This is an optimization exercise on Yosys and OpenROAD, whose aim is small area, not a production implementation. Only simulation tests tie the RTL to the original design; equivalence was not proved. Power figures rest on the tool's default switching activity, not on a simulated workload.

==> design.v <==
`timescale 1ns/10ps
package ccPkg;
	parameter int CellCount = 16;
	parameter int WordWidth = 32;
	parameter int VoltWidth = WordWidth / 2;
	parameter int CouplingY = 8;
	parameter int CouplingXY = 3;
	parameter int CouplingShift = 6;
	parameter int SinkCredits = 2;
	parameter int UpCredits = 4;
endpackage
module ccFa (input logic a, input logic b, input logic c, output logic s, output logic co);
	assign s = a ^ b ^ c;
	assign co = (a & b) | (c & (a ^ b));
endmodule
module ccHa (input logic a, input logic b, output logic s, output logic co);
	assign s = a ^ b;
	assign co = a & b;
endmodule
module ccMaj (input logic a, input logic b, input logic c, output logic y);
	assign y = (a & b) | (c & (a | b));
endmodule
module ccAoi21 (input logic a1, input logic a2, input logic b1, output logic y);
	assign y = ~((a1 & a2) | b1);
endmodule
module ccOai21 (input logic a1, input logic a2, input logic b1, output logic y);
	assign y = ~((a1 | a2) & b1);
endmodule
module ccXor2 (input logic a, input logic b, output logic y);
	assign y = a ^ b;
endmodule
module ccXnor2 (input logic a, input logic b, output logic y);
	assign y = ~(a ^ b);
endmodule
module ccAnd2 (input logic a, input logic b, output logic y);
	assign y = a & b;
endmodule
module ccNand2 (input logic a, input logic b, output logic y);
	assign y = ~(a & b);
endmodule
module ccOr2 (input logic a, input logic b, output logic y);
	assign y = a | b;
endmodule
module ccNor2 (input logic a, input logic b, output logic y);
	assign y = ~(a | b);
endmodule
module ccAndN (input logic a, input logic b, output logic y);
	assign y = ~a & b;
endmodule
module ccOrN (input logic a, input logic b, output logic y);
	assign y = a | ~b;
endmodule
module ccInv (input logic a, output logic y);
	assign y = ~a;
endmodule
module ccAo21 (input logic a1, input logic a2, input logic b1, output logic y);
	assign y = (a1 & a2) | b1;
endmodule
`timescale 1ns/10ps
module stepUnit (
	input logic [15:0] prog,
	input logic [15:0] init,
	input logic blockStart,
	output logic [15:0] step
);
	logic n1, n2, n3, n4, n5, n6, n7, n8, n9, n10, n11, n12, n13, n14, n15, n16;
	logic n17, n18, n19, n20, n21, n22, n23, n24, n25, n26, n27, n28, n29, n30, n31, n32;
	logic n33, n34, n35, n36, n37, n38, n39, n40, n41, n42, n43, n44, n45, n46, n47, n48;
	logic n49, n50, n51, n52, n53, n54, n55, n56, n57, n58, n59, n60, n61, n62, n63, n64;
	logic n65, n66, n67, n68, n69, n70, n71, n72, n73, n74, n75, n76, n77, n78, n79, n80;
	logic n81, n82, n83, n84, n85, n86, n87, n88, n89, n90, n91, n92, n93, n94, n95, n96;
	ccInv g0 (.a(init[0]), .y(n1));
	ccHa g1 (.a(prog[0]), .b(n1), .s(n2), .co(n3));
	ccInv g2 (.a(init[1]), .y(n4));
	ccHa g3 (.a(prog[1]), .b(n4), .s(n5), .co(n6));
	ccInv g4 (.a(init[2]), .y(n7));
	ccHa g5 (.a(prog[2]), .b(n7), .s(n8), .co(n9));
	ccInv g6 (.a(init[3]), .y(n10));
	ccHa g7 (.a(prog[3]), .b(n10), .s(n11), .co(n12));
	ccInv g8 (.a(init[4]), .y(n13));
	ccHa g9 (.a(prog[4]), .b(n13), .s(n14), .co(n15));
	ccInv g10 (.a(init[5]), .y(n16));
	ccHa g11 (.a(prog[5]), .b(n16), .s(n17), .co(n18));
	ccInv g12 (.a(init[6]), .y(n19));
	ccHa g13 (.a(prog[6]), .b(n19), .s(n20), .co(n21));
	ccInv g14 (.a(init[7]), .y(n22));
	ccHa g15 (.a(prog[7]), .b(n22), .s(n23), .co(n24));
	ccInv g16 (.a(init[8]), .y(n25));
	ccHa g17 (.a(prog[8]), .b(n25), .s(n26), .co(n27));
	ccInv g18 (.a(init[9]), .y(n28));
	ccHa g19 (.a(prog[9]), .b(n28), .s(n29), .co(n30));
	ccInv g20 (.a(init[10]), .y(n31));
	ccHa g21 (.a(prog[10]), .b(n31), .s(n32), .co(n33));
	ccInv g22 (.a(init[11]), .y(n34));
	ccHa g23 (.a(prog[11]), .b(n34), .s(n35), .co(n36));
	ccInv g24 (.a(init[12]), .y(n37));
	ccHa g25 (.a(prog[12]), .b(n37), .s(n38), .co(n39));
	ccInv g26 (.a(init[13]), .y(n40));
	ccHa g27 (.a(prog[13]), .b(n40), .s(n41), .co(n42));
	ccInv g28 (.a(init[14]), .y(n43));
	ccHa g29 (.a(prog[14]), .b(n43), .s(n44), .co(n45));
	ccInv g30 (.a(init[15]), .y(n46));
	ccHa g31 (.a(prog[15]), .b(n46), .s(n47), .co(n48));
	ccOr2 g32 (.a(n2), .b(n3), .y(n49));
	ccAo21 g33 (.a1(n5), .a2(n3), .b1(n6), .y(n50));
	ccAnd2 g34 (.a(n5), .b(n2), .y(n51));
	ccOr2 g35 (.a(n51), .b(n50), .y(n52));
	ccAo21 g36 (.a1(n8), .a2(n52), .b1(n9), .y(n53));
	ccAo21 g37 (.a1(n11), .a2(n9), .b1(n12), .y(n54));
	ccAnd2 g38 (.a(n11), .b(n8), .y(n55));
	ccAo21 g39 (.a1(n55), .a2(n52), .b1(n54), .y(n56));
	ccAo21 g40 (.a1(n14), .a2(n56), .b1(n15), .y(n57));
	ccAo21 g41 (.a1(n17), .a2(n15), .b1(n18), .y(n58));
	ccAnd2 g42 (.a(n17), .b(n14), .y(n59));
	ccAo21 g43 (.a1(n59), .a2(n56), .b1(n58), .y(n60));
	ccAo21 g44 (.a1(n20), .a2(n60), .b1(n21), .y(n61));
	ccAo21 g45 (.a1(n23), .a2(n21), .b1(n24), .y(n62));
	ccAnd2 g46 (.a(n23), .b(n20), .y(n63));
	ccAo21 g47 (.a1(n63), .a2(n60), .b1(n62), .y(n64));
	ccAo21 g48 (.a1(n26), .a2(n64), .b1(n27), .y(n65));
	ccAo21 g49 (.a1(n29), .a2(n27), .b1(n30), .y(n66));
	ccAnd2 g50 (.a(n29), .b(n26), .y(n67));
	ccAo21 g51 (.a1(n67), .a2(n64), .b1(n66), .y(n68));
	ccAo21 g52 (.a1(n32), .a2(n68), .b1(n33), .y(n69));
	ccAo21 g53 (.a1(n35), .a2(n33), .b1(n36), .y(n70));
	ccAnd2 g54 (.a(n35), .b(n32), .y(n71));
	ccAo21 g55 (.a1(n71), .a2(n68), .b1(n70), .y(n72));
	ccAo21 g56 (.a1(n38), .a2(n72), .b1(n39), .y(n73));
	ccAo21 g57 (.a1(n41), .a2(n39), .b1(n42), .y(n74));
	ccAnd2 g58 (.a(n41), .b(n38), .y(n75));
	ccAo21 g59 (.a1(n75), .a2(n72), .b1(n74), .y(n76));
	ccAo21 g60 (.a1(n44), .a2(n76), .b1(n45), .y(n77));
	ccAo21 g61 (.a1(n47), .a2(n45), .b1(n48), .y(n78));
	ccAnd2 g62 (.a(n47), .b(n44), .y(n79));
	ccAo21 g63 (.a1(n79), .a2(n76), .b1(n78), .y(n80));
	ccXnor2 g64 (.a(n5), .b(n49), .y(n81));
	ccXnor2 g65 (.a(n8), .b(n52), .y(n82));
	ccXnor2 g66 (.a(n11), .b(n53), .y(n83));
	ccXnor2 g67 (.a(n14), .b(n56), .y(n84));
	ccXnor2 g68 (.a(n17), .b(n57), .y(n85));
	ccXnor2 g69 (.a(n20), .b(n60), .y(n86));
	ccXnor2 g70 (.a(n23), .b(n61), .y(n87));
	ccXnor2 g71 (.a(n26), .b(n64), .y(n88));
	ccXnor2 g72 (.a(n29), .b(n65), .y(n89));
	ccXnor2 g73 (.a(n32), .b(n68), .y(n90));
	ccXnor2 g74 (.a(n35), .b(n69), .y(n91));
	ccXnor2 g75 (.a(n38), .b(n72), .y(n92));
	ccXnor2 g76 (.a(n41), .b(n73), .y(n93));
	ccXnor2 g77 (.a(n44), .b(n76), .y(n94));
	ccXnor2 g78 (.a(n47), .b(n77), .y(n95));
	ccOrN g79 (.a(blockStart), .b(n80), .y(n96));
	ccNor2 g80 (.a(n2), .b(n96), .y(step[0]));
	ccNor2 g81 (.a(n81), .b(n96), .y(step[1]));
	ccNor2 g82 (.a(n82), .b(n96), .y(step[2]));
	ccNor2 g83 (.a(n83), .b(n96), .y(step[3]));
	ccNor2 g84 (.a(n84), .b(n96), .y(step[4]));
	ccNor2 g85 (.a(n85), .b(n96), .y(step[5]));
	ccNor2 g86 (.a(n86), .b(n96), .y(step[6]));
	ccNor2 g87 (.a(n87), .b(n96), .y(step[7]));
	ccNor2 g88 (.a(n88), .b(n96), .y(step[8]));
	ccNor2 g89 (.a(n89), .b(n96), .y(step[9]));
	ccNor2 g90 (.a(n90), .b(n96), .y(step[10]));
	ccNor2 g91 (.a(n91), .b(n96), .y(step[11]));
	ccNor2 g92 (.a(n92), .b(n96), .y(step[12]));
	ccNor2 g93 (.a(n93), .b(n96), .y(step[13]));
	ccNor2 g94 (.a(n94), .b(n96), .y(step[14]));
	ccNor2 g95 (.a(n95), .b(n96), .y(step[15]));
endmodule
module wordLineLoader (
	input logic [ccPkg::CellCount*ccPkg::WordWidth-1:0] inWords,
	input logic blockStart,
	output logic [ccPkg::CellCount*ccPkg::VoltWidth-1:0] step
);
	localparam int CellCount = ccPkg::CellCount;
	localparam int WordWidth = ccPkg::WordWidth;
	localparam int VoltWidth = ccPkg::VoltWidth;
	for (genvar g = 0; g < CellCount; g++)
	begin : gCell
		stepUnit i_step (
			.prog(inWords[g*WordWidth+VoltWidth +: VoltWidth]),
			.init(inWords[g*WordWidth +: VoltWidth]),
			.blockStart(blockStart),
			.step(step[g*VoltWidth +: VoltWidth])
		);
	end
endmodule
`timescale 1ns/10ps
module couplingMid (
	input logic [15:0] victim,
	input logic [15:0] stepSelf,
	input logic [15:0] stepLeft,
	input logic [15:0] stepRight,
	input logic nFirst,
	output logic [15:0] vthN
);
	logic n1, n2, n3, n4, n5, n6, n7, n8, n9, n10, n11, n12, n13, n14, n15, n16;
	logic n17, n18, n19, n20, n21, n22, n23, n24, n25, n26, n27, n28, n29, n30, n31, n32;
	logic n33, n34, n35, n36, n37, n38, n39, n40, n41, n42, n43, n44, n45, n46, n47, n48;
	logic n49, n50, n51, n52, n53, n54, n55, n56, n57, n58, n59, n60, n61, n62, n63, n64;
	logic n65, n66, n67, n68, n69, n70, n71, n72, n73, n74, n75, n76, n77, n78, n79, n80;
	logic n81, n82, n83, n84, n85, n86, n87, n88, n89, n90, n91, n92, n93, n94, n95, n96;
	logic n97, n98, n99, n100, n101, n102, n103, n104, n105, n106, n107, n108, n109, n110, n111, n112;
	logic n113, n114, n115, n116, n117, n118, n119, n120, n121, n122, n123, n124, n125, n126, n127, n128;
	logic n129, n130, n131, n132, n133, n134, n135, n136, n137, n138, n139, n140, n141, n142, n143, n144;
	logic n145, n146, n147, n148, n149, n150, n151, n152, n153, n154, n155, n156, n157, n158, n159, n160;
	logic n161, n162, n163, n164, n165, n166, n167, n168, n169, n170, n171, n172, n173, n174, n175, n176;
	logic n177, n178, n179, n180, n181, n182, n183, n184, n185, n186, n187, n188, n189, n190, n191, n192;
	logic n193, n194, n195, n196, n197, n198, n199, n200, n201, n202, n203, n204, n205, n206, n207, n208;
	logic n209, n210, n211, n212, n213, n214, n215, n216, n217, n218, n219, n220;
	ccHa g0 (.a(stepLeft[0]), .b(stepRight[0]), .s(n1), .co(n2));
	ccHa g1 (.a(stepLeft[1]), .b(stepRight[1]), .s(n3), .co(n4));
	ccHa g2 (.a(stepLeft[2]), .b(stepRight[2]), .s(n5), .co(n6));
	ccHa g3 (.a(stepLeft[3]), .b(stepRight[3]), .s(n7), .co(n8));
	ccHa g4 (.a(stepLeft[4]), .b(stepRight[4]), .s(n9), .co(n10));
	ccHa g5 (.a(stepLeft[5]), .b(stepRight[5]), .s(n11), .co(n12));
	ccHa g6 (.a(stepLeft[6]), .b(stepRight[6]), .s(n13), .co(n14));
	ccHa g7 (.a(stepLeft[7]), .b(stepRight[7]), .s(n15), .co(n16));
	ccHa g8 (.a(stepLeft[8]), .b(stepRight[8]), .s(n17), .co(n18));
	ccHa g9 (.a(stepLeft[9]), .b(stepRight[9]), .s(n19), .co(n20));
	ccHa g10 (.a(stepLeft[10]), .b(stepRight[10]), .s(n21), .co(n22));
	ccHa g11 (.a(stepLeft[11]), .b(stepRight[11]), .s(n23), .co(n24));
	ccHa g12 (.a(stepLeft[12]), .b(stepRight[12]), .s(n25), .co(n26));
	ccHa g13 (.a(stepLeft[13]), .b(stepRight[13]), .s(n27), .co(n28));
	ccHa g14 (.a(stepLeft[14]), .b(stepRight[14]), .s(n29), .co(n30));
	ccHa g15 (.a(stepLeft[15]), .b(stepRight[15]), .s(n31), .co(n32));
	ccAo21 g16 (.a1(n3), .a2(n2), .b1(n4), .y(n33));
	ccAnd2 g17 (.a(n3), .b(n1), .y(n34));
	ccAo21 g18 (.a1(n5), .a2(n33), .b1(n6), .y(n35));
	ccAo21 g19 (.a1(n7), .a2(n6), .b1(n8), .y(n36));
	ccAnd2 g20 (.a(n7), .b(n5), .y(n37));
	ccAo21 g21 (.a1(n37), .a2(n33), .b1(n36), .y(n38));
	ccAo21 g22 (.a1(n9), .a2(n38), .b1(n10), .y(n39));
	ccAo21 g23 (.a1(n11), .a2(n10), .b1(n12), .y(n40));
	ccAnd2 g24 (.a(n11), .b(n9), .y(n41));
	ccAo21 g25 (.a1(n41), .a2(n38), .b1(n40), .y(n42));
	ccAo21 g26 (.a1(n13), .a2(n42), .b1(n14), .y(n43));
	ccAo21 g27 (.a1(n15), .a2(n14), .b1(n16), .y(n44));
	ccAnd2 g28 (.a(n15), .b(n13), .y(n45));
	ccAo21 g29 (.a1(n45), .a2(n42), .b1(n44), .y(n46));
	ccAo21 g30 (.a1(n17), .a2(n46), .b1(n18), .y(n47));
	ccAo21 g31 (.a1(n19), .a2(n18), .b1(n20), .y(n48));
	ccAnd2 g32 (.a(n19), .b(n17), .y(n49));
	ccAo21 g33 (.a1(n49), .a2(n46), .b1(n48), .y(n50));
	ccAo21 g34 (.a1(n21), .a2(n50), .b1(n22), .y(n51));
	ccAo21 g35 (.a1(n23), .a2(n22), .b1(n24), .y(n52));
	ccAnd2 g36 (.a(n23), .b(n21), .y(n53));
	ccAo21 g37 (.a1(n53), .a2(n50), .b1(n52), .y(n54));
	ccAo21 g38 (.a1(n25), .a2(n54), .b1(n26), .y(n55));
	ccAo21 g39 (.a1(n27), .a2(n26), .b1(n28), .y(n56));
	ccAnd2 g40 (.a(n27), .b(n25), .y(n57));
	ccAo21 g41 (.a1(n57), .a2(n54), .b1(n56), .y(n58));
	ccAo21 g42 (.a1(n29), .a2(n58), .b1(n30), .y(n59));
	ccAo21 g43 (.a1(n31), .a2(n30), .b1(n32), .y(n60));
	ccAnd2 g44 (.a(n31), .b(n29), .y(n61));
	ccAo21 g45 (.a1(n61), .a2(n58), .b1(n60), .y(n62));
	ccXor2 g46 (.a(n3), .b(n2), .y(n63));
	ccXor2 g47 (.a(n5), .b(n33), .y(n64));
	ccXor2 g48 (.a(n7), .b(n35), .y(n65));
	ccXor2 g49 (.a(n9), .b(n38), .y(n66));
	ccXor2 g50 (.a(n11), .b(n39), .y(n67));
	ccXor2 g51 (.a(n13), .b(n42), .y(n68));
	ccXor2 g52 (.a(n15), .b(n43), .y(n69));
	ccXor2 g53 (.a(n17), .b(n46), .y(n70));
	ccXor2 g54 (.a(n19), .b(n47), .y(n71));
	ccXor2 g55 (.a(n21), .b(n50), .y(n72));
	ccXor2 g56 (.a(n23), .b(n51), .y(n73));
	ccXor2 g57 (.a(n25), .b(n54), .y(n74));
	ccXor2 g58 (.a(n27), .b(n55), .y(n75));
	ccXor2 g59 (.a(n29), .b(n58), .y(n76));
	ccXor2 g60 (.a(n31), .b(n59), .y(n77));
	ccFa g61 (.a(stepSelf[0]), .b(n64), .c(n65), .s(n78), .co(n79));
	ccFa g62 (.a(stepSelf[1]), .b(n65), .c(n66), .s(n80), .co(n81));
	ccFa g63 (.a(stepSelf[2]), .b(n66), .c(n67), .s(n82), .co(n83));
	ccFa g64 (.a(victim[0]), .b(stepSelf[3]), .c(n67), .s(n84), .co(n85));
	ccFa g65 (.a(n68), .b(n83), .c(n84), .s(n86), .co(n87));
	ccFa g66 (.a(victim[1]), .b(stepSelf[4]), .c(n68), .s(n88), .co(n89));
	ccFa g67 (.a(n69), .b(n85), .c(n88), .s(n90), .co(n91));
	ccFa g68 (.a(victim[2]), .b(stepSelf[5]), .c(n69), .s(n92), .co(n93));
	ccFa g69 (.a(n70), .b(n89), .c(n92), .s(n94), .co(n95));
	ccFa g70 (.a(victim[3]), .b(stepSelf[6]), .c(n70), .s(n96), .co(n97));
	ccFa g71 (.a(n71), .b(n93), .c(n96), .s(n98), .co(n99));
	ccFa g72 (.a(victim[4]), .b(stepSelf[7]), .c(n71), .s(n100), .co(n101));
	ccFa g73 (.a(n72), .b(n97), .c(n100), .s(n102), .co(n103));
	ccFa g74 (.a(victim[5]), .b(stepSelf[8]), .c(n72), .s(n104), .co(n105));
	ccFa g75 (.a(n73), .b(n101), .c(n104), .s(n106), .co(n107));
	ccFa g76 (.a(victim[6]), .b(stepSelf[9]), .c(n73), .s(n108), .co(n109));
	ccFa g77 (.a(n74), .b(n105), .c(n108), .s(n110), .co(n111));
	ccFa g78 (.a(victim[7]), .b(stepSelf[10]), .c(n74), .s(n112), .co(n113));
	ccFa g79 (.a(n75), .b(n109), .c(n112), .s(n114), .co(n115));
	ccFa g80 (.a(victim[8]), .b(stepSelf[11]), .c(n75), .s(n116), .co(n117));
	ccFa g81 (.a(n76), .b(n113), .c(n116), .s(n118), .co(n119));
	ccFa g82 (.a(victim[9]), .b(stepSelf[12]), .c(n76), .s(n120), .co(n121));
	ccFa g83 (.a(n77), .b(n117), .c(n120), .s(n122), .co(n123));
	ccFa g84 (.a(victim[10]), .b(stepSelf[13]), .c(n62), .s(n124), .co(n125));
	ccFa g85 (.a(n77), .b(n124), .c(n121), .s(n126), .co(n127));
	ccFa g86 (.a(victim[11]), .b(stepSelf[14]), .c(n62), .s(n128), .co(n129));
	ccFa g87 (.a(n125), .b(n128), .c(n127), .s(n130), .co(n131));
	ccFa g88 (.a(victim[12]), .b(stepSelf[15]), .c(n129), .s(n132), .co(n133));
	ccHa g89 (.a(n1), .b(n63), .s(n134), .co(n135));
	ccHa g90 (.a(n63), .b(n64), .s(n136), .co(n137));
	ccHa g91 (.a(n79), .b(n80), .s(n138), .co(n139));
	ccHa g92 (.a(n81), .b(n82), .s(n140), .co(n141));
	ccHa g93 (.a(n87), .b(n90), .s(n142), .co(n143));
	ccHa g94 (.a(n91), .b(n94), .s(n144), .co(n145));
	ccHa g95 (.a(n95), .b(n98), .s(n146), .co(n147));
	ccHa g96 (.a(n99), .b(n102), .s(n148), .co(n149));
	ccHa g97 (.a(n103), .b(n106), .s(n150), .co(n151));
	ccHa g98 (.a(n107), .b(n110), .s(n152), .co(n153));
	ccHa g99 (.a(n111), .b(n114), .s(n154), .co(n155));
	ccHa g100 (.a(n115), .b(n118), .s(n156), .co(n157));
	ccHa g101 (.a(n119), .b(n122), .s(n158), .co(n159));
	ccHa g102 (.a(n123), .b(n126), .s(n160), .co(n161));
	ccHa g103 (.a(n131), .b(n132), .s(n162), .co(n163));
	ccHa g104 (.a(victim[13]), .b(n133), .s(n164), .co(n165));
	ccAnd2 g105 (.a(n134), .b(n1), .y(n166));
	ccAo21 g106 (.a1(n136), .a2(n135), .b1(n137), .y(n167));
	ccAnd2 g107 (.a(n78), .b(n137), .y(n168));
	ccAnd2 g108 (.a(n78), .b(n136), .y(n169));
	ccAo21 g109 (.a1(n169), .a2(n135), .b1(n168), .y(n170));
	ccAo21 g110 (.a1(n138), .a2(n170), .b1(n139), .y(n171));
	ccAo21 g111 (.a1(n140), .a2(n139), .b1(n141), .y(n172));
	ccAnd2 g112 (.a(n140), .b(n138), .y(n173));
	ccAo21 g113 (.a1(n173), .a2(n170), .b1(n172), .y(n174));
	ccAnd2 g114 (.a(n86), .b(n174), .y(n175));
	ccAnd2 g115 (.a(n142), .b(n86), .y(n176));
	ccAo21 g116 (.a1(n176), .a2(n174), .b1(n143), .y(n177));
	ccAo21 g117 (.a1(n144), .a2(n177), .b1(n145), .y(n178));
	ccAo21 g118 (.a1(n146), .a2(n145), .b1(n147), .y(n179));
	ccAnd2 g119 (.a(n146), .b(n144), .y(n180));
	ccAo21 g120 (.a1(n180), .a2(n177), .b1(n179), .y(n181));
	ccAo21 g121 (.a1(n148), .a2(n181), .b1(n149), .y(n182));
	ccAo21 g122 (.a1(n150), .a2(n149), .b1(n151), .y(n183));
	ccAnd2 g123 (.a(n150), .b(n148), .y(n184));
	ccAo21 g124 (.a1(n184), .a2(n181), .b1(n183), .y(n185));
	ccAo21 g125 (.a1(n152), .a2(n185), .b1(n153), .y(n186));
	ccAo21 g126 (.a1(n154), .a2(n153), .b1(n155), .y(n187));
	ccAnd2 g127 (.a(n154), .b(n152), .y(n188));
	ccAo21 g128 (.a1(n188), .a2(n185), .b1(n187), .y(n189));
	ccAo21 g129 (.a1(n156), .a2(n189), .b1(n157), .y(n190));
	ccAo21 g130 (.a1(n158), .a2(n157), .b1(n159), .y(n191));
	ccAnd2 g131 (.a(n158), .b(n156), .y(n192));
	ccAo21 g132 (.a1(n192), .a2(n189), .b1(n191), .y(n193));
	ccAo21 g133 (.a1(n160), .a2(n193), .b1(n161), .y(n194));
	ccAnd2 g134 (.a(n130), .b(n161), .y(n195));
	ccAnd2 g135 (.a(n130), .b(n160), .y(n196));
	ccAo21 g136 (.a1(n196), .a2(n193), .b1(n195), .y(n197));
	ccAo21 g137 (.a1(n162), .a2(n197), .b1(n163), .y(n198));
	ccAo21 g138 (.a1(n164), .a2(n163), .b1(n165), .y(n199));
	ccAnd2 g139 (.a(n164), .b(n162), .y(n200));
	ccAo21 g140 (.a1(n200), .a2(n197), .b1(n199), .y(n201));
	ccAnd2 g141 (.a(victim[14]), .b(n201), .y(n202));
	ccAnd2 g142 (.a(victim[15]), .b(victim[14]), .y(n203));
	ccAnd2 g143 (.a(n203), .b(n201), .y(n204));
	ccXor2 g144 (.a(n86), .b(n174), .y(n205));
	ccXor2 g145 (.a(n142), .b(n175), .y(n206));
	ccXor2 g146 (.a(n144), .b(n177), .y(n207));
	ccXor2 g147 (.a(n146), .b(n178), .y(n208));
	ccXor2 g148 (.a(n148), .b(n181), .y(n209));
	ccXor2 g149 (.a(n150), .b(n182), .y(n210));
	ccXor2 g150 (.a(n152), .b(n185), .y(n211));
	ccXor2 g151 (.a(n154), .b(n186), .y(n212));
	ccXor2 g152 (.a(n156), .b(n189), .y(n213));
	ccXor2 g153 (.a(n158), .b(n190), .y(n214));
	ccXor2 g154 (.a(n160), .b(n193), .y(n215));
	ccXor2 g155 (.a(n130), .b(n194), .y(n216));
	ccXor2 g156 (.a(n162), .b(n197), .y(n217));
	ccXor2 g157 (.a(n164), .b(n198), .y(n218));
	ccXor2 g158 (.a(victim[14]), .b(n201), .y(n219));
	ccXor2 g159 (.a(victim[15]), .b(n202), .y(n220));
	ccOai21 g160 (.a1(n205), .a2(n204), .b1(nFirst), .y(vthN[0]));
	ccOai21 g161 (.a1(n206), .a2(n204), .b1(nFirst), .y(vthN[1]));
	ccOai21 g162 (.a1(n207), .a2(n204), .b1(nFirst), .y(vthN[2]));
	ccOai21 g163 (.a1(n208), .a2(n204), .b1(nFirst), .y(vthN[3]));
	ccOai21 g164 (.a1(n209), .a2(n204), .b1(nFirst), .y(vthN[4]));
	ccOai21 g165 (.a1(n210), .a2(n204), .b1(nFirst), .y(vthN[5]));
	ccOai21 g166 (.a1(n211), .a2(n204), .b1(nFirst), .y(vthN[6]));
	ccOai21 g167 (.a1(n212), .a2(n204), .b1(nFirst), .y(vthN[7]));
	ccOai21 g168 (.a1(n213), .a2(n204), .b1(nFirst), .y(vthN[8]));
	ccOai21 g169 (.a1(n214), .a2(n204), .b1(nFirst), .y(vthN[9]));
	ccOai21 g170 (.a1(n215), .a2(n204), .b1(nFirst), .y(vthN[10]));
	ccOai21 g171 (.a1(n216), .a2(n204), .b1(nFirst), .y(vthN[11]));
	ccOai21 g172 (.a1(n217), .a2(n204), .b1(nFirst), .y(vthN[12]));
	ccOai21 g173 (.a1(n218), .a2(n204), .b1(nFirst), .y(vthN[13]));
	ccOai21 g174 (.a1(n219), .a2(n204), .b1(nFirst), .y(vthN[14]));
	ccOai21 g175 (.a1(n220), .a2(n204), .b1(nFirst), .y(vthN[15]));
endmodule
module couplingFirst (
	input logic [15:0] victim,
	input logic [15:0] stepSelf,
	input logic [15:0] stepRight,
	input logic nFirst,
	output logic [15:0] vthN
);
	logic n1, n2, n3, n4, n5, n6, n7, n8, n9, n10, n11, n12, n13, n14, n15, n16;
	logic n17, n18, n19, n20, n21, n22, n23, n24, n25, n26, n27, n28, n29, n30, n31, n32;
	logic n33, n34, n35, n36, n37, n38, n39, n40, n41, n42, n43, n44, n45, n46, n47, n48;
	logic n49, n50, n51, n52, n53, n54, n55, n56, n57, n58, n59, n60, n61, n62, n63, n64;
	logic n65, n66, n67, n68, n69, n70, n71, n72, n73, n74, n75, n76, n77, n78, n79, n80;
	logic n81, n82, n83, n84, n85, n86, n87, n88, n89, n90, n91, n92, n93, n94, n95, n96;
	logic n97, n98, n99, n100, n101, n102, n103, n104, n105, n106, n107, n108, n109, n110, n111, n112;
	logic n113, n114, n115, n116, n117, n118, n119, n120, n121, n122, n123, n124, n125, n126, n127, n128;
	logic n129, n130, n131, n132, n133, n134, n135, n136, n137;
	ccFa g0 (.a(stepRight[2]), .b(stepRight[3]), .c(stepSelf[0]), .s(n1), .co(n2));
	ccFa g1 (.a(stepRight[3]), .b(stepRight[4]), .c(stepSelf[1]), .s(n3), .co(n4));
	ccFa g2 (.a(stepRight[4]), .b(stepRight[5]), .c(stepSelf[2]), .s(n5), .co(n6));
	ccFa g3 (.a(victim[0]), .b(stepRight[5]), .c(stepRight[6]), .s(n7), .co(n8));
	ccFa g4 (.a(stepSelf[3]), .b(n6), .c(n7), .s(n9), .co(n10));
	ccFa g5 (.a(victim[1]), .b(stepRight[6]), .c(stepRight[7]), .s(n11), .co(n12));
	ccFa g6 (.a(stepSelf[4]), .b(n8), .c(n11), .s(n13), .co(n14));
	ccFa g7 (.a(victim[2]), .b(stepRight[7]), .c(stepRight[8]), .s(n15), .co(n16));
	ccFa g8 (.a(stepSelf[5]), .b(n12), .c(n15), .s(n17), .co(n18));
	ccFa g9 (.a(victim[3]), .b(stepRight[8]), .c(stepRight[9]), .s(n19), .co(n20));
	ccFa g10 (.a(stepSelf[6]), .b(n16), .c(n19), .s(n21), .co(n22));
	ccFa g11 (.a(victim[4]), .b(stepRight[9]), .c(stepRight[10]), .s(n23), .co(n24));
	ccFa g12 (.a(stepSelf[7]), .b(n20), .c(n23), .s(n25), .co(n26));
	ccFa g13 (.a(victim[5]), .b(stepRight[10]), .c(stepRight[11]), .s(n27), .co(n28));
	ccFa g14 (.a(stepSelf[8]), .b(n24), .c(n27), .s(n29), .co(n30));
	ccFa g15 (.a(victim[6]), .b(stepRight[11]), .c(stepRight[12]), .s(n31), .co(n32));
	ccFa g16 (.a(stepSelf[9]), .b(n28), .c(n31), .s(n33), .co(n34));
	ccFa g17 (.a(victim[7]), .b(stepRight[12]), .c(stepRight[13]), .s(n35), .co(n36));
	ccFa g18 (.a(stepSelf[10]), .b(n32), .c(n35), .s(n37), .co(n38));
	ccFa g19 (.a(victim[8]), .b(stepRight[13]), .c(stepRight[14]), .s(n39), .co(n40));
	ccFa g20 (.a(stepSelf[11]), .b(n36), .c(n39), .s(n41), .co(n42));
	ccFa g21 (.a(victim[9]), .b(stepRight[14]), .c(stepRight[15]), .s(n43), .co(n44));
	ccFa g22 (.a(stepSelf[12]), .b(n40), .c(n43), .s(n45), .co(n46));
	ccFa g23 (.a(victim[10]), .b(stepRight[15]), .c(stepSelf[13]), .s(n47), .co(n48));
	ccFa g24 (.a(n44), .b(n47), .c(n46), .s(n49), .co(n50));
	ccFa g25 (.a(victim[11]), .b(stepSelf[14]), .c(n48), .s(n51), .co(n52));
	ccFa g26 (.a(victim[12]), .b(stepSelf[15]), .c(n52), .s(n53), .co(n54));
	ccHa g27 (.a(stepRight[0]), .b(stepRight[1]), .s(n55), .co(n56));
	ccHa g28 (.a(stepRight[1]), .b(stepRight[2]), .s(n57), .co(n58));
	ccHa g29 (.a(n2), .b(n3), .s(n59), .co(n60));
	ccHa g30 (.a(n4), .b(n5), .s(n61), .co(n62));
	ccHa g31 (.a(n10), .b(n13), .s(n63), .co(n64));
	ccHa g32 (.a(n14), .b(n17), .s(n65), .co(n66));
	ccHa g33 (.a(n18), .b(n21), .s(n67), .co(n68));
	ccHa g34 (.a(n22), .b(n25), .s(n69), .co(n70));
	ccHa g35 (.a(n26), .b(n29), .s(n71), .co(n72));
	ccHa g36 (.a(n30), .b(n33), .s(n73), .co(n74));
	ccHa g37 (.a(n34), .b(n37), .s(n75), .co(n76));
	ccHa g38 (.a(n38), .b(n41), .s(n77), .co(n78));
	ccHa g39 (.a(n42), .b(n45), .s(n79), .co(n80));
	ccHa g40 (.a(n50), .b(n51), .s(n81), .co(n82));
	ccHa g41 (.a(victim[13]), .b(n54), .s(n83), .co(n84));
	ccAnd2 g42 (.a(n55), .b(stepRight[0]), .y(n85));
	ccAo21 g43 (.a1(n57), .a2(n56), .b1(n58), .y(n86));
	ccAnd2 g44 (.a(n1), .b(n58), .y(n87));
	ccAnd2 g45 (.a(n1), .b(n57), .y(n88));
	ccAo21 g46 (.a1(n88), .a2(n56), .b1(n87), .y(n89));
	ccAo21 g47 (.a1(n59), .a2(n89), .b1(n60), .y(n90));
	ccAo21 g48 (.a1(n61), .a2(n60), .b1(n62), .y(n91));
	ccAnd2 g49 (.a(n61), .b(n59), .y(n92));
	ccAo21 g50 (.a1(n92), .a2(n89), .b1(n91), .y(n93));
	ccAnd2 g51 (.a(n9), .b(n93), .y(n94));
	ccAnd2 g52 (.a(n63), .b(n9), .y(n95));
	ccAo21 g53 (.a1(n95), .a2(n93), .b1(n64), .y(n96));
	ccAo21 g54 (.a1(n65), .a2(n96), .b1(n66), .y(n97));
	ccAo21 g55 (.a1(n67), .a2(n66), .b1(n68), .y(n98));
	ccAnd2 g56 (.a(n67), .b(n65), .y(n99));
	ccAo21 g57 (.a1(n99), .a2(n96), .b1(n98), .y(n100));
	ccAo21 g58 (.a1(n69), .a2(n100), .b1(n70), .y(n101));
	ccAo21 g59 (.a1(n71), .a2(n70), .b1(n72), .y(n102));
	ccAnd2 g60 (.a(n71), .b(n69), .y(n103));
	ccAo21 g61 (.a1(n103), .a2(n100), .b1(n102), .y(n104));
	ccAo21 g62 (.a1(n73), .a2(n104), .b1(n74), .y(n105));
	ccAo21 g63 (.a1(n75), .a2(n74), .b1(n76), .y(n106));
	ccAnd2 g64 (.a(n75), .b(n73), .y(n107));
	ccAo21 g65 (.a1(n107), .a2(n104), .b1(n106), .y(n108));
	ccAo21 g66 (.a1(n77), .a2(n108), .b1(n78), .y(n109));
	ccAo21 g67 (.a1(n79), .a2(n78), .b1(n80), .y(n110));
	ccAnd2 g68 (.a(n79), .b(n77), .y(n111));
	ccAo21 g69 (.a1(n111), .a2(n108), .b1(n110), .y(n112));
	ccAnd2 g70 (.a(n49), .b(n112), .y(n113));
	ccAnd2 g71 (.a(n81), .b(n49), .y(n114));
	ccAo21 g72 (.a1(n114), .a2(n112), .b1(n82), .y(n115));
	ccAnd2 g73 (.a(n53), .b(n115), .y(n116));
	ccAnd2 g74 (.a(n83), .b(n53), .y(n117));
	ccAo21 g75 (.a1(n117), .a2(n115), .b1(n84), .y(n118));
	ccAnd2 g76 (.a(victim[14]), .b(n118), .y(n119));
	ccAnd2 g77 (.a(victim[15]), .b(victim[14]), .y(n120));
	ccAnd2 g78 (.a(n120), .b(n118), .y(n121));
	ccXor2 g79 (.a(n9), .b(n93), .y(n122));
	ccXor2 g80 (.a(n63), .b(n94), .y(n123));
	ccXor2 g81 (.a(n65), .b(n96), .y(n124));
	ccXor2 g82 (.a(n67), .b(n97), .y(n125));
	ccXor2 g83 (.a(n69), .b(n100), .y(n126));
	ccXor2 g84 (.a(n71), .b(n101), .y(n127));
	ccXor2 g85 (.a(n73), .b(n104), .y(n128));
	ccXor2 g86 (.a(n75), .b(n105), .y(n129));
	ccXor2 g87 (.a(n77), .b(n108), .y(n130));
	ccXor2 g88 (.a(n79), .b(n109), .y(n131));
	ccXor2 g89 (.a(n49), .b(n112), .y(n132));
	ccXor2 g90 (.a(n81), .b(n113), .y(n133));
	ccXor2 g91 (.a(n53), .b(n115), .y(n134));
	ccXor2 g92 (.a(n83), .b(n116), .y(n135));
	ccXor2 g93 (.a(victim[14]), .b(n118), .y(n136));
	ccXor2 g94 (.a(victim[15]), .b(n119), .y(n137));
	ccOai21 g95 (.a1(n122), .a2(n121), .b1(nFirst), .y(vthN[0]));
	ccOai21 g96 (.a1(n123), .a2(n121), .b1(nFirst), .y(vthN[1]));
	ccOai21 g97 (.a1(n124), .a2(n121), .b1(nFirst), .y(vthN[2]));
	ccOai21 g98 (.a1(n125), .a2(n121), .b1(nFirst), .y(vthN[3]));
	ccOai21 g99 (.a1(n126), .a2(n121), .b1(nFirst), .y(vthN[4]));
	ccOai21 g100 (.a1(n127), .a2(n121), .b1(nFirst), .y(vthN[5]));
	ccOai21 g101 (.a1(n128), .a2(n121), .b1(nFirst), .y(vthN[6]));
	ccOai21 g102 (.a1(n129), .a2(n121), .b1(nFirst), .y(vthN[7]));
	ccOai21 g103 (.a1(n130), .a2(n121), .b1(nFirst), .y(vthN[8]));
	ccOai21 g104 (.a1(n131), .a2(n121), .b1(nFirst), .y(vthN[9]));
	ccOai21 g105 (.a1(n132), .a2(n121), .b1(nFirst), .y(vthN[10]));
	ccOai21 g106 (.a1(n133), .a2(n121), .b1(nFirst), .y(vthN[11]));
	ccOai21 g107 (.a1(n134), .a2(n121), .b1(nFirst), .y(vthN[12]));
	ccOai21 g108 (.a1(n135), .a2(n121), .b1(nFirst), .y(vthN[13]));
	ccOai21 g109 (.a1(n136), .a2(n121), .b1(nFirst), .y(vthN[14]));
	ccOai21 g110 (.a1(n137), .a2(n121), .b1(nFirst), .y(vthN[15]));
endmodule
module couplingLast (
	input logic [15:0] victim,
	input logic [15:0] stepSelf,
	input logic [15:0] stepLeft,
	input logic nFirst,
	output logic [15:0] vthN
);
	logic n1, n2, n3, n4, n5, n6, n7, n8, n9, n10, n11, n12, n13, n14, n15, n16;
	logic n17, n18, n19, n20, n21, n22, n23, n24, n25, n26, n27, n28, n29, n30, n31, n32;
	logic n33, n34, n35, n36, n37, n38, n39, n40, n41, n42, n43, n44, n45, n46, n47, n48;
	logic n49, n50, n51, n52, n53, n54, n55, n56, n57, n58, n59, n60, n61, n62, n63, n64;
	logic n65, n66, n67, n68, n69, n70, n71, n72, n73, n74, n75, n76, n77, n78, n79, n80;
	logic n81, n82, n83, n84, n85, n86, n87, n88, n89, n90, n91, n92, n93, n94, n95, n96;
	logic n97, n98, n99, n100, n101, n102, n103, n104, n105, n106, n107, n108, n109, n110, n111, n112;
	logic n113, n114, n115, n116, n117, n118, n119, n120, n121, n122, n123, n124, n125, n126, n127, n128;
	logic n129, n130, n131, n132, n133, n134, n135, n136, n137;
	ccFa g0 (.a(stepLeft[2]), .b(stepLeft[3]), .c(stepSelf[0]), .s(n1), .co(n2));
	ccFa g1 (.a(stepLeft[3]), .b(stepLeft[4]), .c(stepSelf[1]), .s(n3), .co(n4));
	ccFa g2 (.a(stepLeft[4]), .b(stepLeft[5]), .c(stepSelf[2]), .s(n5), .co(n6));
	ccFa g3 (.a(victim[0]), .b(stepLeft[5]), .c(stepLeft[6]), .s(n7), .co(n8));
	ccFa g4 (.a(stepSelf[3]), .b(n6), .c(n7), .s(n9), .co(n10));
	ccFa g5 (.a(victim[1]), .b(stepLeft[6]), .c(stepLeft[7]), .s(n11), .co(n12));
	ccFa g6 (.a(stepSelf[4]), .b(n8), .c(n11), .s(n13), .co(n14));
	ccFa g7 (.a(victim[2]), .b(stepLeft[7]), .c(stepLeft[8]), .s(n15), .co(n16));
	ccFa g8 (.a(stepSelf[5]), .b(n12), .c(n15), .s(n17), .co(n18));
	ccFa g9 (.a(victim[3]), .b(stepLeft[8]), .c(stepLeft[9]), .s(n19), .co(n20));
	ccFa g10 (.a(stepSelf[6]), .b(n16), .c(n19), .s(n21), .co(n22));
	ccFa g11 (.a(victim[4]), .b(stepLeft[9]), .c(stepLeft[10]), .s(n23), .co(n24));
	ccFa g12 (.a(stepSelf[7]), .b(n20), .c(n23), .s(n25), .co(n26));
	ccFa g13 (.a(victim[5]), .b(stepLeft[10]), .c(stepLeft[11]), .s(n27), .co(n28));
	ccFa g14 (.a(stepSelf[8]), .b(n24), .c(n27), .s(n29), .co(n30));
	ccFa g15 (.a(victim[6]), .b(stepLeft[11]), .c(stepLeft[12]), .s(n31), .co(n32));
	ccFa g16 (.a(stepSelf[9]), .b(n28), .c(n31), .s(n33), .co(n34));
	ccFa g17 (.a(victim[7]), .b(stepLeft[12]), .c(stepLeft[13]), .s(n35), .co(n36));
	ccFa g18 (.a(stepSelf[10]), .b(n32), .c(n35), .s(n37), .co(n38));
	ccFa g19 (.a(victim[8]), .b(stepLeft[13]), .c(stepLeft[14]), .s(n39), .co(n40));
	ccFa g20 (.a(stepSelf[11]), .b(n36), .c(n39), .s(n41), .co(n42));
	ccFa g21 (.a(victim[9]), .b(stepLeft[14]), .c(stepLeft[15]), .s(n43), .co(n44));
	ccFa g22 (.a(stepSelf[12]), .b(n40), .c(n43), .s(n45), .co(n46));
	ccFa g23 (.a(victim[10]), .b(stepLeft[15]), .c(stepSelf[13]), .s(n47), .co(n48));
	ccFa g24 (.a(n44), .b(n47), .c(n46), .s(n49), .co(n50));
	ccFa g25 (.a(victim[11]), .b(stepSelf[14]), .c(n48), .s(n51), .co(n52));
	ccFa g26 (.a(victim[12]), .b(stepSelf[15]), .c(n52), .s(n53), .co(n54));
	ccHa g27 (.a(stepLeft[0]), .b(stepLeft[1]), .s(n55), .co(n56));
	ccHa g28 (.a(stepLeft[1]), .b(stepLeft[2]), .s(n57), .co(n58));
	ccHa g29 (.a(n2), .b(n3), .s(n59), .co(n60));
	ccHa g30 (.a(n4), .b(n5), .s(n61), .co(n62));
	ccHa g31 (.a(n10), .b(n13), .s(n63), .co(n64));
	ccHa g32 (.a(n14), .b(n17), .s(n65), .co(n66));
	ccHa g33 (.a(n18), .b(n21), .s(n67), .co(n68));
	ccHa g34 (.a(n22), .b(n25), .s(n69), .co(n70));
	ccHa g35 (.a(n26), .b(n29), .s(n71), .co(n72));
	ccHa g36 (.a(n30), .b(n33), .s(n73), .co(n74));
	ccHa g37 (.a(n34), .b(n37), .s(n75), .co(n76));
	ccHa g38 (.a(n38), .b(n41), .s(n77), .co(n78));
	ccHa g39 (.a(n42), .b(n45), .s(n79), .co(n80));
	ccHa g40 (.a(n50), .b(n51), .s(n81), .co(n82));
	ccHa g41 (.a(victim[13]), .b(n54), .s(n83), .co(n84));
	ccAnd2 g42 (.a(n55), .b(stepLeft[0]), .y(n85));
	ccAo21 g43 (.a1(n57), .a2(n56), .b1(n58), .y(n86));
	ccAnd2 g44 (.a(n1), .b(n58), .y(n87));
	ccAnd2 g45 (.a(n1), .b(n57), .y(n88));
	ccAo21 g46 (.a1(n88), .a2(n56), .b1(n87), .y(n89));
	ccAo21 g47 (.a1(n59), .a2(n89), .b1(n60), .y(n90));
	ccAo21 g48 (.a1(n61), .a2(n60), .b1(n62), .y(n91));
	ccAnd2 g49 (.a(n61), .b(n59), .y(n92));
	ccAo21 g50 (.a1(n92), .a2(n89), .b1(n91), .y(n93));
	ccAnd2 g51 (.a(n9), .b(n93), .y(n94));
	ccAnd2 g52 (.a(n63), .b(n9), .y(n95));
	ccAo21 g53 (.a1(n95), .a2(n93), .b1(n64), .y(n96));
	ccAo21 g54 (.a1(n65), .a2(n96), .b1(n66), .y(n97));
	ccAo21 g55 (.a1(n67), .a2(n66), .b1(n68), .y(n98));
	ccAnd2 g56 (.a(n67), .b(n65), .y(n99));
	ccAo21 g57 (.a1(n99), .a2(n96), .b1(n98), .y(n100));
	ccAo21 g58 (.a1(n69), .a2(n100), .b1(n70), .y(n101));
	ccAo21 g59 (.a1(n71), .a2(n70), .b1(n72), .y(n102));
	ccAnd2 g60 (.a(n71), .b(n69), .y(n103));
	ccAo21 g61 (.a1(n103), .a2(n100), .b1(n102), .y(n104));
	ccAo21 g62 (.a1(n73), .a2(n104), .b1(n74), .y(n105));
	ccAo21 g63 (.a1(n75), .a2(n74), .b1(n76), .y(n106));
	ccAnd2 g64 (.a(n75), .b(n73), .y(n107));
	ccAo21 g65 (.a1(n107), .a2(n104), .b1(n106), .y(n108));
	ccAo21 g66 (.a1(n77), .a2(n108), .b1(n78), .y(n109));
	ccAo21 g67 (.a1(n79), .a2(n78), .b1(n80), .y(n110));
	ccAnd2 g68 (.a(n79), .b(n77), .y(n111));
	ccAo21 g69 (.a1(n111), .a2(n108), .b1(n110), .y(n112));
	ccAnd2 g70 (.a(n49), .b(n112), .y(n113));
	ccAnd2 g71 (.a(n81), .b(n49), .y(n114));
	ccAo21 g72 (.a1(n114), .a2(n112), .b1(n82), .y(n115));
	ccAnd2 g73 (.a(n53), .b(n115), .y(n116));
	ccAnd2 g74 (.a(n83), .b(n53), .y(n117));
	ccAo21 g75 (.a1(n117), .a2(n115), .b1(n84), .y(n118));
	ccAnd2 g76 (.a(victim[14]), .b(n118), .y(n119));
	ccAnd2 g77 (.a(victim[15]), .b(victim[14]), .y(n120));
	ccAnd2 g78 (.a(n120), .b(n118), .y(n121));
	ccXor2 g79 (.a(n9), .b(n93), .y(n122));
	ccXor2 g80 (.a(n63), .b(n94), .y(n123));
	ccXor2 g81 (.a(n65), .b(n96), .y(n124));
	ccXor2 g82 (.a(n67), .b(n97), .y(n125));
	ccXor2 g83 (.a(n69), .b(n100), .y(n126));
	ccXor2 g84 (.a(n71), .b(n101), .y(n127));
	ccXor2 g85 (.a(n73), .b(n104), .y(n128));
	ccXor2 g86 (.a(n75), .b(n105), .y(n129));
	ccXor2 g87 (.a(n77), .b(n108), .y(n130));
	ccXor2 g88 (.a(n79), .b(n109), .y(n131));
	ccXor2 g89 (.a(n49), .b(n112), .y(n132));
	ccXor2 g90 (.a(n81), .b(n113), .y(n133));
	ccXor2 g91 (.a(n53), .b(n115), .y(n134));
	ccXor2 g92 (.a(n83), .b(n116), .y(n135));
	ccXor2 g93 (.a(victim[14]), .b(n118), .y(n136));
	ccXor2 g94 (.a(victim[15]), .b(n119), .y(n137));
	ccOai21 g95 (.a1(n122), .a2(n121), .b1(nFirst), .y(vthN[0]));
	ccOai21 g96 (.a1(n123), .a2(n121), .b1(nFirst), .y(vthN[1]));
	ccOai21 g97 (.a1(n124), .a2(n121), .b1(nFirst), .y(vthN[2]));
	ccOai21 g98 (.a1(n125), .a2(n121), .b1(nFirst), .y(vthN[3]));
	ccOai21 g99 (.a1(n126), .a2(n121), .b1(nFirst), .y(vthN[4]));
	ccOai21 g100 (.a1(n127), .a2(n121), .b1(nFirst), .y(vthN[5]));
	ccOai21 g101 (.a1(n128), .a2(n121), .b1(nFirst), .y(vthN[6]));
	ccOai21 g102 (.a1(n129), .a2(n121), .b1(nFirst), .y(vthN[7]));
	ccOai21 g103 (.a1(n130), .a2(n121), .b1(nFirst), .y(vthN[8]));
	ccOai21 g104 (.a1(n131), .a2(n121), .b1(nFirst), .y(vthN[9]));
	ccOai21 g105 (.a1(n132), .a2(n121), .b1(nFirst), .y(vthN[10]));
	ccOai21 g106 (.a1(n133), .a2(n121), .b1(nFirst), .y(vthN[11]));
	ccOai21 g107 (.a1(n134), .a2(n121), .b1(nFirst), .y(vthN[12]));
	ccOai21 g108 (.a1(n135), .a2(n121), .b1(nFirst), .y(vthN[13]));
	ccOai21 g109 (.a1(n136), .a2(n121), .b1(nFirst), .y(vthN[14]));
	ccOai21 g110 (.a1(n137), .a2(n121), .b1(nFirst), .y(vthN[15]));
endmodule
module couplingCell (
	input logic [ccPkg::CellCount*ccPkg::VoltWidth-1:0] victim,
	input logic [ccPkg::CellCount*ccPkg::VoltWidth-1:0] step,
	input logic nFirst,
	output logic [ccPkg::CellCount*ccPkg::VoltWidth-1:0] vthN
);
	localparam int CellCount = ccPkg::CellCount;
	localparam int VoltWidth = ccPkg::VoltWidth;
	for (genvar g = 0; g < CellCount; g++)
	begin : gCell
		if (g == 0)
		begin : gFirst
			couplingFirst i_cell (
				.victim(victim[g*VoltWidth +: VoltWidth]),
				.stepSelf(step[g*VoltWidth +: VoltWidth]),
				.stepRight(step[(g+1)*VoltWidth +: VoltWidth]),
				.nFirst(nFirst),
				.vthN(vthN[g*VoltWidth +: VoltWidth])
			);
		end
		else if (g == CellCount - 1)
		begin : gLast
			couplingLast i_cell (
				.victim(victim[g*VoltWidth +: VoltWidth]),
				.stepSelf(step[g*VoltWidth +: VoltWidth]),
				.stepLeft(step[(g-1)*VoltWidth +: VoltWidth]),
				.nFirst(nFirst),
				.vthN(vthN[g*VoltWidth +: VoltWidth])
			);
		end
		else
		begin : gMid
			couplingMid i_cell (
				.victim(victim[g*VoltWidth +: VoltWidth]),
				.stepSelf(step[g*VoltWidth +: VoltWidth]),
				.stepLeft(step[(g-1)*VoltWidth +: VoltWidth]),
				.stepRight(step[(g+1)*VoltWidth +: VoltWidth]),
				.nFirst(nFirst),
				.vthN(vthN[g*VoltWidth +: VoltWidth])
			);
		end
	end
endmodule
`timescale 1ns/10ps
module vthCollector (
	input logic [ccPkg::CellCount*ccPkg::VoltWidth-1:0] entry0N,
	input logic [ccPkg::CellCount*ccPkg::VoltWidth-1:0] entry1N,
	input logic [ccPkg::CellCount*ccPkg::VoltWidth-1:0] entry2N,
	input logic [2:0] rdSel,
	output logic [ccPkg::CellCount*ccPkg::VoltWidth-1:0] outVth
);
	localparam int LineBits = ccPkg::CellCount * ccPkg::VoltWidth;
	assign outVth = ~((entry0N & {LineBits{rdSel[0]}})
		| (entry1N & {LineBits{rdSel[1]}})
		| (entry2N & {LineBits{rdSel[2]}}));
endmodule
`timescale 1ns/10ps
module cciChannel #(
	parameter int WordLinesPerBlock = 8192
) (
	input logic clk,
	input logic reset,
	input logic inValid,
	input logic [ccPkg::CellCount*ccPkg::WordWidth-1:0] inWords,
	output logic inCredit,
	output logic outValid,
	output logic [ccPkg::CellCount*ccPkg::VoltWidth-1:0] outVth,
	input logic outCredit
);
	localparam int CellCount = ccPkg::CellCount;
	localparam int WordWidth = ccPkg::WordWidth;
	localparam int VoltWidth = ccPkg::VoltWidth;
	localparam int LineBits = CellCount * VoltWidth;
	localparam int CountWidth = $clog2(WordLinesPerBlock);
	localparam int SinkCredits = ccPkg::SinkCredits;
	localparam int UpCredits = ccPkg::UpCredits;
	logic [CountWidth-1:0] wordCount;
	logic firstLine;
	logic [LineBits-1:0] victim;
	logic [LineBits-1:0] entry0N;
	logic [LineBits-1:0] entry1N;
	logic [LineBits-1:0] entry2N;
	logic [2:0] wrSel;
	logic [2:0] rdSel;
	logic [1:0] fill;
	logic [2:0] held;
	logic [1:0] credits;
	logic [LineBits-1:0] step;
	logic [LineBits-1:0] lineVthN;
	logic pop;
	logic giveCredit;
	wordLineLoader i_loader (
		.inWords(inWords),
		.blockStart(wordCount == '0),
		.step(step)
	);
	couplingCell i_cells (
		.victim(victim),
		.step(step),
		.nFirst(!firstLine),
		.vthN(lineVthN)
	);
	vthCollector i_collector (
		.entry0N(entry0N),
		.entry1N(entry1N),
		.entry2N(entry2N),
		.rdSel(rdSel),
		.outVth(outVth)
	);
	assign pop = (fill != 2'd0) && (credits != 2'd0);
	assign giveCredit = (held != 3'(UpCredits)) && (held <= 3'(credits) + 3'd2);
	assign outValid = pop;
	assign inCredit = giveCredit;
	always_ff @(posedge clk)
	begin
		if (inValid)
		begin
			for (int i = 0; i < CellCount; i++)
				victim[i*VoltWidth +: VoltWidth] <= inWords[i*WordWidth+VoltWidth +: VoltWidth];
			if (wrSel[0])
				entry0N <= lineVthN;
			if (wrSel[1])
				entry1N <= lineVthN;
			if (wrSel[2])
				entry2N <= lineVthN;
		end
	end
	always_ff @(posedge clk or posedge reset)
	begin
		if (reset)
		begin
			wordCount <= '0;
			firstLine <= 1'b1;
			wrSel <= 3'b001;
			rdSel <= 3'b001;
			fill <= '0;
			held <= 3'(UpCredits);
			credits <= 2'(SinkCredits);
		end
		else
		begin
			if (inValid)
			begin
				wordCount <= (wordCount == CountWidth'(WordLinesPerBlock - 1)) ? '0 : wordCount + 1'b1;
				firstLine <= 1'b0;
				wrSel <= {wrSel[1:0], wrSel[2]};
			end
			if (pop)
				rdSel <= {rdSel[1:0], rdSel[2]};
			fill <= fill + {1'b0, inValid} - {1'b0, pop};
			held <= held + {2'b0, giveCredit} - {2'b0, pop};
			credits <= credits + {1'b0, outCredit} - {1'b0, pop};
		end
	end
endmodule
==> run.sh <==
#!/bin/bash
# synth_recipe.tcl (not shown) runs the flow's synth.tcl, then flattens the netlist and writes it again
# the make line also repeats each setting of config.mk as NAME=value (left out here)
make -C /OpenROAD-flow-scripts/flow DESIGN_CONFIG=/design/flow/config.mk WORK_HOME=/design/flow/orfs CLKGATE_MAP_FILE= SYNTH_SCRIPT=/design/flow/synth_recipe.tcl finish
==> config.mk <==
export PLATFORM = sky130hd
export DESIGN_NAME = cciChannel
export DESIGN_NICKNAME = cciChannel
export VERILOG_FILES = /design/flow/design.v
export SDC_FILE = /design/flow/constraint.sdc
export NUM_CORES = 4
export LEC_CHECK = 0
export ABC_CLOCK_PERIOD_IN_PS = 10000
export CAP_MARGIN = 20
export CORE_MARGIN = 2
export CORE_UTILIZATION = 40
export PLACE_DENSITY = 0.6
export SLEW_MARGIN = 20
export SYNTH_HIERARCHICAL = 1
export SYNTH_MINIMUM_KEEP_SIZE = 0
==> constraint.sdc <==
create_clock -name core_clock -period 10.0 [get_ports {clk}]
set_input_delay 2.0000 -clock core_clock [delete_from_list [all_inputs] [get_ports {clk}]]
set_output_delay 2.0000 -clock core_clock [all_outputs]
set_load 0.01 [all_outputs]
==> flow_summary.toml, run 1 <==
[routing]
wl_microns = 239000
dr_wl_met2_microns = 115000
routed.top_layer = "met5"
vias = 51100
drtAntennaViolNets = 0
drcViolationCount = 0
drt-initial-drc-count = 4129
dr.pass1.iters = 7
wl_per_cell_microns = 25.0
wl_met1_microns = 98600
routed-wl-met3_microns = 11600
vias_per_cell = 5.37

[finish]
num-nets-final = 8645
drive_gt1_frac = 0.0998
area_delta_synth_final_pct = 24.5
final_cells = 9523
stdcell_area_sq_um = 91700

[grt]
track_usage = 0.251
grt_pass1_wl_microns = 346000
grt_max_degree = 137
antenna_found_initial = 29
first_global_vias = 52900
grt_overflow = 0

[synth]
syn-num-nets = 7368
ys_top_cells_by_area = "edfxtp_1, ha_1, fa_1"
avgSynthCellArea_sq_um = 13.0
syn_area_sq_um = 73700
synth_seq_area_share = 0.427
synth_top_area_cell = "edfxtp_1"
synth-xor-area-share = 0.0854
synthArstFlopShare = 0.0257
synth_cell_types = 39
yosys_warnings = 7
synth-simple-area-share = 0.0602
synth_cells = 5660
ys.flop_type = "edfxtp_1"
synth_top_family_by_area = "adder cells"
synth.most_common_cell = "edfxtp_1"
muxShareOfSynthArea = 0.00112
synth_edf_count = 1024
yosys.area_share.adder = 0.248
yosys.area.top_type_share = 0.417
ys_seq_elements = 1051
synth_compound_area_frac = 0.155
synthTopCellsByCount = "edfxtp_1, a21o_1, ha_1"

[place]
place_inst = 9279
gp_congestion = 0.930
io_buffer_count = 773
hpwlAfterDp_microns = 188000
dpl_cell_area_sq_um = 87500

[timing]
slew_viol_final = 0
worstMarginPinSlew_ps = 1130
fin_skew_ps = 28.3
final_hold_viol_count = 0
min_period_ps = 9640
whs_ps = 521
setup_viol_count_final = 0
tns_ps = 0
fmax_ghz = 0.104
max_slew_margin = 0.250
fin_crit_sh = 0.964
grt_setup_unrepaired = "no"

[outcome]
outcome = "finished clean"

[worst_setup_path]
cp.required_ps = 10580
r2r_end = "entry2N[112]$_DFFE_PP_"
critPathKind = "in -> reg"
rrSetupSlack_ps = 2420
cp_slowest_cell = "clkdlybuf4s50_1"
slowest_delay_ps = 630
cp_max_fo = 16
worst_setup_path_start_kind = "input pin"
reg2reg_depth = 26
endpoint_kind = "flop"
arrival_ps = 10220
r2r-start = "wordCount[0]$_DFFE_PP0P_"
crit_start = "inWords[97]"
cpMostUsedCell = "a21o_1"

[clock_network]
clock_path_buffers = 3
clock_latency_ps = 790
clkSlewWorstSetupHoldPaths_ps = 70
post_cts_buffers = 0
root_buffer = "clkbuf_16"
post_cts_resized = 0
clock-sinks = 1051
holdBufCountCts = 0
htree_levels = 3
cts_made_buffers = 120
cts_tree = "yes"

[floorplan]
initial_core_util = 0.402
fp.dieH_microns = 433
die_area_sq_um = 188000
rows = 157
fp.coreArea_sq_um = 183000
die_w_microns = 433
pin_count = 774

[worst_hold_path]
min_to = "wordCount[10]$_DFFE_PP0P_"
hp-class = "reg -> reg"
hold_start = "wordCount[10]$_DFFE_PP0P_"
whs_path_depth = 1

[power_and_ir_drop]
p_leak_nw = 44.5
vdd_drop_max_v = 0.000194
total_power_mw = 30.0
p_per_area_nw_per_um2 = 327

[job]
cap_viol_max_count = 0
worst max-delay path, delay by kind of cell:
kind,cells,cell delay (ps)
AO/OA/AOI/OAI,18,3600
XOR/XNOR,1,270
buffers and inverters,4,1090
AND/OR/NAND/NOR,5,1220
adder cells (fa/ha/maj),5,2030
per-layer routing:
layer	up-vias	GRT usage
li1	23600	-
met1	25600	0.324
met2	1487	0.422
met3	401	0.0299
met4	2	0.119
met5	-	0
how the worst max path moves through the flow:
stage	end	slack, ps	cells past startpoint
final	entry2N[67]$_DFFE_PP_	360	33
after global routing	entry0N[67]$_DFFE_PP_	80	33
after CTS	entry1N[174]$_DFFE_PP_	320	33
after detailed placement	entry2N[174]$_DFFE_PP_	-480	33
after global placement	entry0N[174]$_DFFE_PP_	-420	33
after floorplan	entry0N[32]$_DFFE_PP_	810	31
report_power, final:
group	leakage (nW)	internal, mW	total (mW)	switching [mW]
clock network	1.98	2.61	4.58	1.97
logic	32.8	7.81	17.6	9.75
registers	9.74	7.74	7.85	0.109
total	44.5	18.2	30.0	11.8
cell families (layout without fill, tap and decap cells):
logic type / count (synthesis) / in the layout
xor+xnor: 718 / 718
fa+ha+maj: 1192 / 1192
simple gates: 813 / 813
buf+inv: 359 / 1742
flops: 1051 / 1051
mux: 7 / 7
other cells: 0 / 16
compound gates: 1520 / 1520
metrics by stage:
step	util	setup WS, ps
after CTS	0.500	318
final	0.501	355
after detailed placement	0.478	-475
after global placement	0.478	-424
after floorplan	-	812
after global routing	0.501	81.2
layout make-up:
class	count	area, sq um
clock buffers	127	3030
fillers	16200	91400
flip-flops and latches	1051	31400
clock inverters	101	1080
well taps	2464	3080
diodes	16	40.0
multi-input cells	4250	40500
inverters	272	1030
repair buffers	1242	11500
Yosys stat by module (local to each module, per instance), a selection:
module,cells inside,area (sq um),copies in the design,flip-flops and latches
cciChannel,1160,32200,1,1051
vthCollector,340,3290,1,0
ccFa,1,20.0,446,0
ccHa,1,12.5,734,0
ccXnor2,1,8.76,240,0
ccXor2,1,8.76,466,0
ccAo21,1,7.51,990,0
ccAnd2,1,6.26,468,0
ccOai21,1,5.00,256,0
ccNor2,1,3.75,256,0
ccInv,1,3.75,256,0
registers in the layout (all words and copies together), names as in the netlist:
signal     cells
fill           2
entry1N      256
entry0N      256
wordCount     13
firstLine      1
held           3
wrSel          3
rdSel          3
entry2N      256
credits        2
victim       256
cells in the final DEF, fill, tap and decap left out, types with 18 or more instances in the layout:
master           instances
and2_1                 466
buf_12                  18
nor2_1                 259
a21o_1                 992
a222oi_1               256
xor2_1                 468
ha_1                   745
clkdlybuf4s50_1        772
inv_1                  271
or2_1                   35
dfrtp_1                 20
fa_1                   447
clkbuf_16              120
xnor2_1                250
buf_4                  451
clkinv_2                26
edfxtp_1              1024
o21ai_1                257
==> run 2, diff against run 1 <==
--- a/config.mk
+++ b/config.mk
@@ -10,4 +10,5 @@
 export CORE_MARGIN = 2
 export CORE_UTILIZATION = 40
+export GPL_TIMING_DRIVEN = 0
 export PLACE_DENSITY = 0.6
 export SLEW_MARGIN = 20
==> flow_summary.toml, run 2 <==
[grt]
first_global_vias = 51100
grt_overflow = 0
antenna_found_initial = 17
grt_pass1_wl_microns = 334000
track_usage = 0.244
grt_max_degree = 122

[synth]
synth_top_area_cell = "edfxtp_1"
yosys_warnings = 7
avgSynthCellArea_sq_um = 13.0
yosys.area.top_type_share = 0.417
synth_cells = 5660
ys_seq_elements = 1051
syn_area_sq_um = 73700
synthTopCellsByCount = "edfxtp_1, a21o_1, ha_1"
synth_edf_count = 1024
syn-num-nets = 7368
synthArstFlopShare = 0.0257
synth_seq_area_share = 0.427
ys.flop_type = "edfxtp_1"
synth_cell_types = 39
synth.most_common_cell = "edfxtp_1"
ys_top_cells_by_area = "edfxtp_1, ha_1, fa_1"

[worst_setup_path]
worst_setup_path_start_kind = "input pin"
slowest_delay_ps = 670
cpMostUsedCell = "a21o_1"
endpoint_kind = "flop"
cp_slowest_cell = "nor2_1"
cp.required_ps = 10550
critPathKind = "in -> reg"
arrival_ps = 10290
cp_max_fo = 16

[finish]
area_delta_synth_final_pct = 21.7
mostFrequentLayoutCell = "edfxtp_1"
fill_cells = 16200
stdcell_area_sq_um = 89600
drive_gt1_frac = 0.0605
post-route-util = 0.490
num-nets-final = 8302
mostFrequentLayoutCells = "edfxtp_1, a21o_1, clkdlybuf4s50_1"

[routing]
dr.pass1.iters = 9
vias_per_cell = 5.40
wl_microns = 231000
drtAntennaViolNets = 0
wl_per_cell_microns = 25.2
vias = 49600
drt-initial-drc-count = 3983
drcViolationCount = 0

[timing]
fin_skew_ps = 22.6
setup_viol_count_final = 0
fmax_ghz = 0.103
fin_crit_sh = 0.974
max_slew_margin = 0.231
final_hold_viol_count = 0
min_period_ps = 9740
grt_setup_unrepaired = "no"
worstMarginPinSlew_ps = 1150
whs_ps = 517
slew_viol_final = 0

[clock_network]
cts_tree = "yes"
clock-sinks = 1051
clock_path_buffers = 3
clkSlewWorstSetupHoldPaths_ps = 50
holdBufCountCts = 0
clock_latency_ps = 790
htree_levels = 4
root_buffer = "clkbuf_16"
cts_made_buffers = 130

[floorplan]
pin_count = 774
die_w_microns = 433
die_area_sq_um = 188000
rows = 157
initial_core_util = 0.402
fp.dieH_microns = 433
fp.coreArea_sq_um = 183000

[power_and_ir_drop]
power.internal_mw = 16.9
p_seq_frac = 0.279
comb_power_share = 0.554
switchingPower_mw = 11.2
total_power_mw = 28.1
power_frac_clock = 0.167
switching_share = 0.399
vdd_drop_max_v = 0.000151
p_per_area_nw_per_um2 = 314
p_leak_nw = 42.9

[outcome]
outcome = "finished clean"

[job]
cap_viol_max_count = 0

[place]
io_buffer_count = 773
dpl_cell_area_sq_um = 85200
hpwlAfterDp_microns = 187000
gp_congestion = 0.928

[worst_hold_path]
hp-class = "reg -> reg"
-- run 2: cell types whose count changed in the layout (fill, tap and decap cells not counted), moves of 11 or more --
cell	change
and2_1	-11
buf_12	-12
buf_16	+18
buf_2	+31
buf_4	-445
buf_6	+49
clkbuf_1	+13
clkbuf_16	+13
nand2b_1	-16
nand2b_2	+13
nor2_1	-30
nor2_2	+20
-- run 2: what timing repair did --
action                                  in CTS  in global routing
pin swaps                                    0                  0
resized for setup                           20                 62
endpoints found under the setup margin     409                672
endpoints found under the hold margin        0                  0
setup buffers                                0                  0
-- run 2: power groups by stage --
stage / Sequential [mW] / Combinational [mW] / Clock [mW]
global placement: 8.24 / 14.9 / 0
detailed placement: 7.92 / 15.4 / 0
finish: 7.83 / 15.6 / 4.70
CTS: 7.83 / 15.6 / 4.81
floorplan: 8.00 / 11.5 / 0
global route: 7.85 / 17.5 / 4.96
-- run 2: metrics by stage --
step,cells,setup WS (ps),TNS [ps]
5_1_grt,9168,2.63,0
4_1_cts,9161,9.98,0
2_1_floorplan,5660,812,0
6_report,9171,260,0
3_5_place_dp,8926,-1190,-594190
3_3_place_gp,8897,-15790,-
-- run 2: worst paths after layout --
kind	from	end	slack, ps	cells after the start
worst max-delay path	inWords[464]	entry2N[211]$_DFFE_PP_	260	30
worst min-delay path	wordCount[10]$_DFFE_PP0P_	wordCount[10]$_DFFE_PP0P_	520	1
worst max register to register	wordCount[0]$_DFFE_PP0P_	entry1N[184]$_DFFE_PP_	2310	24
worst min register to register	wordCount[10]$_DFFE_PP0P_	wordCount[10]$_DFFE_PP0P_	520	1
max in group asynchronous	reset	wordCount[12]$_DFFE_PP0P_	8030	2
min in group asynchronous	reset	held[1]$_DFF_PP0_	1590	2
-- run 2: metal layers --
metal  GRT usage  wire length (microns)  vias to the layer above
met5           0                      0                        -
met4       0.124                  13300                        0
met3      0.0415                  12500                      399
met2       0.405                 111000                     1428
met1       0.307                  94500                    24800
li1            -                      -                    22900
-- run 2: area by class of cell --
type | count | area, sq um | share of cell area
antenna | 10 | 25.0 | 0.000279
sequential | 1051 | 31400 | 0.351
tap | 2464 | 3080 | 0.0344
multi-input combinational | 4250 | 40700 | 0.454
buffer | 87 | 741 | 0.00826
timing repair buffer | 802 | 8390 | 0.0936
clock buffer | 148 | 3380 | 0.0378
clock inverter | 87 | 828 | 0.00924
inverter | 272 | 1030 | 0.0115
-- run 2: Yosys stat by module (local to each module, per instance), excerpt --
module	cells inside	times used
ccInv	1	256
ccFa	1	446
ccOrN	1	16
ccOr2	1	32
ccOai21	1	256
ccHa	1	734
-- run 2: cell families after synthesis --
group / share of synthesized area
and+or+nand+nor: 0.0602
adders and majority gates: 0.248
DFF: 0.427
buffers and inverters: 0.0239
muxes: 0.00112
AOI/OAI and AO/OA: 0.155
xor gates and xnor gates: 0.0854
-- run 2: critical path: cells and delay by family --
kind / cells / cell delay (ps)
compound gates: 17 / 3680
xor+xnor: 1 / 340
fa+ha+maj: 5 / 2130
buf+inv: 1 / 460
simple gates: 6 / 1660

-- what the ideal ports hide --
The results above use ideal ports. As a check the final layouts listed here were re-extracted and re-timed, cells and wires unchanged.
Step 1, drivers: a clkbuf_16 drives clk and a buf_2 each remaining input, both assumed.
Step 2 also shifts input and output timing later by t, the mid clock arrival at the registers, as if the neighbouring blocks saw the same clock.
Three values: ideal ports, drivers, drivers and shift; two values: the first two.
| run | t (ns) | setup slack, ns | worst register clock-pin slew, ns | cell pins on the clock port's net |
|---|---|---|---|---|
| run 1 | 0.863 | 0.355 / 0.414 / -0.448 | 0.07 / 0.07 | 1 |
| run 2 | 0.863 | 0.260 / 0.318 / -0.545 | 0.06 / 0.06 | 1 |
Met with ideal ports but missed after step 2: setup timing in run 1 and run 2. For run 2, which loses most, drivers alone change the setup slack by +0.058 ns; drivers and shift together by -0.805 ns.
